This is an optimization exercise on Yosys and OpenROAD, whose aim is small area, a short achievable clock period and few clock cycles per item, not a production implementation. At most, simulation tests tie the RTL to the original design; equivalence was not proved.

==> flow/design.v (excerpt) <==
module ignition_advance_curve_lookup (
  input  logic        clk,
  input  logic        rst,
  input  logic        write_enable,
  input  logic [1:0]  write_index,
  input  logic [15:0] write_data,
  input  logic        in_valid,
  output logic        in_stall,
  input  logic [15:0] engine_speed,
  output logic        out_valid,
  input  logic        out_stall,
  output logic [11:0] spark_advance,
  output logic [1:0]  speed_region
);
clock: 7.0 ns
lec_check: 0
abc_area: 1
cap_margin: 20
core_margin: 2
core_utilization: 40
setup_slack_margin: 3.8
slew_margin: 20
run.sh (not shown) runs the stock make flow with config.mk's settings and CLKGATE_MAP_FILE= SYNTH_SCRIPT=/design/flow/synth_recipe.tcl, a recipe that flattens the netlist after the stock synthesis.
The starting point ran to the end with no violations.
Testbench counts at the start, summed over its fixed seeds: cycles 9,640, items 9,600.
Rerun with:
--- a/flow/design.v
+++ b/flow/design.v
@@ -21,28 +21,26 @@
       top_advance          <= 12'd350;
       cranking_speed_limit <= 16'd500;
     end else if (write_enable) begin
       case (write_index)
         2'd0: cranking_advance     <= write_data[11:0];
         2'd1: top_advance          <= write_data[11:0];
         2'd2: cranking_speed_limit <= write_data;
         default: ;
       endcase
     end
   end
-  logic        o2_full;
-  logic        run;
   logic        en;
   logic [15:0] s;
-  assign en       = run;
-  assign in_stall = o2_full;
+  assign en       = !(out_valid && out_stall);
+  assign in_stall = !en;
   assign s        = engine_speed;
   logic [13:0] s14;
   logic [15:0] therm;
   logic [14:0] oh;
   logic [1:0]  region;
   assign s14 = s[13:0];    
   assign therm[0] = 1'b1;
   assign therm[1] = (s14 >= 14'd1067);
   assign therm[2] = (s14 >= 14'd2134);
   assign therm[3] = (s14 >= 14'd3200);
   assign therm[4] = (s14 >= 14'd4267);
@@ -472,42 +470,22 @@
       8'd254: div5 = 5'd31;
       8'd255: div5 = 5'd31;
     endcase
   endfunction
   always_comb begin
     case (d_region)
       2'd0:    adv = cranking_advance;
       2'd2:    adv = top_advance;
       default: adv = 12'(c_lo) + 12'(div5(d_y));
     endcase
   end
-  logic        o_free;
-  logic [11:0] o2_adv;
-  logic [1:0]  o2_region;
-  assign o_free = !out_valid || !out_stall;
   always_ff @(posedge clk) begin
-    if (rst) begin
-      out_valid <= 1'b0;
-      o2_full   <= 1'b0;
-      run       <= 1'b1;
-    end else if (o_free) begin
-      out_valid <= o2_full || d_valid;
-      o2_full   <= 1'b0;
-      run       <= 1'b1;
-    end else if (!o2_full) begin
-      o2_full   <= d_valid;
-      run       <= !d_valid;
-    end
+    if (rst)     out_valid <= 1'b0;
+    else if (en) out_valid <= d_valid;
   end
   always_ff @(posedge clk) begin
-    if (o_free) begin
-      spark_advance <= o2_full ? o2_adv : adv;
-      speed_region  <= o2_full ? o2_region : d_region;
-    end
-  end
-  always_ff @(posedge clk) begin
-    if (!o_free && !o2_full) begin
-      o2_adv    <= adv;
-      o2_region <= d_region;
+    if (en) begin
+      spark_advance <= adv;
+      speed_region  <= d_region;
     end
   end
 endmodule
After rerunning: The changed run went through all stages and came out clean. Sequential cell count shrinks by 16. Utilization grows by 0.11 points. Synthesized cell count shrinks slightly. Clock-buffer cell count stays the same. Global-route usage grows by 0.52 points. Die area shrinks by a few percent.
Only the layout flow was run in the second run of this note; the RTL was not checked for function there.


ignition_advance_curve_lookup, a different RTL version from the one above (not shown whole).
Size in the first run: about 180 flip-flops, roughly 55 I/O pins.
export LEC_CHECK = 0
export ABC_AREA = 1
export CAP_MARGIN = 20
export CORE_MARGIN = 2
export CORE_UTILIZATION = 40
export SETUP_SLACK_MARGIN = 4.1
export SLEW_MARGIN = 20
create_clock -name core_clock -period 7.0 [get_ports {clk}]
Rerun with:
--- a/flow/design.v
+++ b/flow/design.v
@@ -130,65 +130,59 @@
       4'd12: begin asel = 3'b010; bsel = 4'b0010; end
       4'd13: begin asel = 3'b001; bsel = 4'b0001; end
       4'd14: begin asel = 3'b000; bsel = 4'b0000; end
       default: begin asel = 3'b000; bsel = 4'b0000; end
     endcase
   end
   assign pa = ({15{asel[0]}} & 15'(b_delta)) | ({15{asel[1]}} & (15'(b_delta) << 1))
             | ({15{asel[2]}} & (15'(b_delta) << 2));
   assign pb = ({15{bsel[0]}} & (15'(b_delta) << 1)) | ({15{bsel[1]}} & (15'(b_delta) << 2))
             | ({15{bsel[2]}} & (15'(b_delta) << 3)) | ({15{bsel[3]}} & (15'(b_delta) << 4));
+  logic        c_valid;
+  logic [3:0]  c_seg;
+  logic [14:0] c_p;
+  logic [1:0]  c_region;
+  always_ff @(posedge clk) begin
+    if (rst)     c_valid <= 1'b0;
+    else if (en) c_valid <= b_valid;
+  end
+  always_ff @(posedge clk) begin
+    if (en) begin
+      c_seg    <= b_seg;
+      c_p      <= pa + pb;
+      c_region <= b_region;
+    end
+  end
   logic        w66, bneg;
-  logic [5:0]  s9, s10;
-  logic [6:0]  corr;
+  logic [16:0] v;
   always_comb begin
-    case (b_seg)
+    case (c_seg)
       4'd0: begin w66 = 1'b1; bneg = 1'b0; end
       4'd1: begin w66 = 1'b0; bneg = 1'b1; end
       4'd2: begin w66 = 1'b0; bneg = 1'b1; end
       4'd3: begin w66 = 1'b1; bneg = 1'b0; end
       4'd4: begin w66 = 1'b0; bneg = 1'b1; end
       4'd5: begin w66 = 1'b0; bneg = 1'b1; end
       4'd6: begin w66 = 1'b1; bneg = 1'b0; end
       4'd7: begin w66 = 1'b0; bneg = 1'b1; end
       4'd8: begin w66 = 1'b0; bneg = 1'b1; end
       4'd9: begin w66 = 1'b1; bneg = 1'b0; end
       4'd10: begin w66 = 1'b0; bneg = 1'b1; end
       4'd11: begin w66 = 1'b0; bneg = 1'b1; end
       4'd12: begin w66 = 1'b1; bneg = 1'b0; end
       4'd13: begin w66 = 1'b0; bneg = 1'b0; end
       4'd14: begin w66 = 1'b0; bneg = 1'b0; end
       default: begin w66 = 1'b0; bneg = 1'b0; end
     endcase
   end
-  assign s9   = 6'(pa[14:9]) + 6'(pb[14:9]);
-  assign s10  = 6'(pa[14:10]) + 6'(pb[14:10]);
-  assign corr = w66 ? 7'(s9) + 7'(s10) : 7'd0 - 7'(s10) - (bneg ? 7'd4 : 7'd0);
-  logic        c_valid;
-  logic [3:0]  c_seg;
-  logic [14:0] c_p;
-  logic [6:0]  c_corr;
-  logic [1:0]  c_region;
-  always_ff @(posedge clk) begin
-    if (rst)     c_valid <= 1'b0;
-    else if (en) c_valid <= b_valid;
-  end
-  always_ff @(posedge clk) begin
-    if (en) begin
-      c_seg    <= b_seg;
-      c_p      <= pa + pb;
-      c_corr   <= corr;
-      c_region <= b_region;
-    end
-  end
-  logic [16:0] v;
-  assign v = {c_p, 2'b00} + {{10{c_corr[6]}}, c_corr};
+  assign v = w66 ? {c_p, 2'b00} + 17'(c_p[14:9]) + 17'(c_p[14:10])
+                 : {c_p, 2'b00} - 17'(c_p[14:10]) - (bneg ? 17'd3 : 17'd0);
   logic        d_valid;
   logic [3:0]  d_seg;
   logic [7:0]  d_y;
   logic [1:0]  d_region;
   always_ff @(posedge clk) begin
     if (rst)     d_valid <= 1'b0;
     else if (en) d_valid <= c_valid;
   end
   always_ff @(posedge clk) begin
     if (en) begin
@@ -504,16 +498,16 @@
       run       <= !d_valid;
     end
   end
   always_ff @(posedge clk) begin
     if (o_free) begin
       spark_advance <= o2_full ? o2_adv : adv;
       speed_region  <= o2_full ? o2_region : d_region;
     end
   end
   always_ff @(posedge clk) begin
-    if (!o2_full) begin
+    if (!o_free && !o2_full) begin
       o2_adv    <= adv;
       o2_region <= d_region;
     end
   end
 endmodule
Effect: The new run completed with no timing, DRC or antenna violations. Design area hardly moves. Worst setup slack gains 72 ps. Synthesized cell count drops by 2.1%. Sequential share of layout area drops by 0.24 points. Critical path depth drops by 5. Utilization rose by 1.2 points. Flip-flop and latch count shrinks by 5. Wire length is about the same.
Testbench counts after the change, summed over its fixed seeds: cycles 9,640, items 9,600.
The RTL of the first run of this note was laid out without a check of its function.


ignition_advance_curve_lookup, a different RTL version from the one above (not shown whole).
Size in the first run: about 1300 cells after synthesis, about 180 flip-flops, ~10000 um^2 of cells after synthesis.
## ignition_advance_curve_lookup
module ignition_advance_curve_lookup (
  input  logic        clk,
  input  logic        rst,
  input  logic        write_enable,
  input  logic [1:0]  write_index,
  input  logic [15:0] write_data,
  input  logic        in_valid,
  output logic        in_stall,
  input  logic [15:0] engine_speed,
  output logic        out_valid,
  input  logic        out_stall,
  output logic [11:0] spark_advance,
  output logic [1:0]  speed_region
);
Settings: LEC_CHECK=0, ABC_AREA=1, CAP_MARGIN=20, CORE_MARGIN=2, CORE_UTILIZATION=40, SETUP_SLACK_MARGIN=4.1, SLEW_MARGIN=20; clock period 7.0 ns.
Testbench counts at the start, summed over its fixed seeds: cycles 9,640, items 9,600.
Rerun with:
--- a/flow/design.v
+++ b/flow/design.v
@@ -167,22 +167,27 @@
       4'd8: begin w66 = 1'b0; bneg = 1'b1; end
       4'd9: begin w66 = 1'b1; bneg = 1'b0; end
       4'd10: begin w66 = 1'b0; bneg = 1'b1; end
       4'd11: begin w66 = 1'b0; bneg = 1'b1; end
       4'd12: begin w66 = 1'b1; bneg = 1'b0; end
       4'd13: begin w66 = 1'b0; bneg = 1'b0; end
       4'd14: begin w66 = 1'b0; bneg = 1'b0; end
       default: begin w66 = 1'b0; bneg = 1'b0; end
     endcase
   end
-  assign v = w66 ? {c_p, 2'b00} + 17'(c_p[14:9]) + 17'(c_p[14:10])
-                 : {c_p, 2'b00} - 17'(c_p[14:10]) - (bneg ? 17'd3 : 17'd0);
+  logic [16:0] x0, x1, x2, vs, vc;
+  assign x0 = {c_p, 2'b00};
+  assign x1 = w66 ? 17'(c_p[14:9]) : (bneg ? 17'h1fffe : 17'd1);
+  assign x2 = w66 ? 17'(c_p[14:10]) : ~(17'(c_p[14:10]));
+  assign vs = x0 ^ x1 ^ x2;
+  assign vc = ((x0 & x1) | (x0 & x2) | (x1 & x2)) << 1;
+  assign v  = vs + vc;
   logic        d_valid;
   logic [3:0]  d_seg;
   logic [7:0]  d_y;
   logic [1:0]  d_region;
   always_ff @(posedge clk) begin
     if (rst)     d_valid <= 1'b0;
     else if (en) d_valid <= c_valid;
   end
   always_ff @(posedge clk) begin
     if (en) begin
First-iteration DRC count shrinks by about a fifth.
Area after synthesis grows by a few percent.
Die area grows by a few percent.
Non-clock buffer count grows by 15.
Final area grows by a few percent.
Setup slack is worse by 0.31 ns.
For the second run of this note, only the layout was checked, not whether the RTL still works.

==> static timing again, ports no longer ideal <==
The results above use ideal ports. As a check the final layouts listed here were re-extracted and re-timed, cells and wires unchanged.
Step 1 sets driving cells, clkbuf_16 on the clock port and buf_2 on the other inputs (assumed; they add their load-dependent delay and slew).
Step 2 times the ports against the registers' clock, not the clock port: input delays grow and output delays shrink by t, the midpoint of the rising clock arrivals with the driver on.
a / b / c = ideal / step 1 / step 2; a / b = the first two.
run	t (ns)	slack for setup (ns)	hold WS [ns]
the first run of note 1	0.481	3.856 / 3.856 / 3.502	0.426 / 0.426 / 0.426
the second run of note 1	0.467	3.661 / 3.634 / 3.459	0.423 / 0.423 / 0.423
the first run of note 2	0.473	4.008 / 4.008 / 3.732	0.422 / 0.422 / 0.422
the second run of note 2	0.486	4.080 / 4.080 / 3.743	0.423 / 0.423 / 0.423
the first run of note 3	0.479	4.066 / 4.066 / 3.783	0.423 / 0.423 / 0.423
the second run of note 3	0.478	3.755 / 3.755 / 3.721	0.421 / 0.421 / 0.421
After both steps every run listed still meets setup and hold. For the first run of note 1, which loses most, drivers alone change the setup slack by 0.000 ns; drivers and shift together by -0.354 ns.
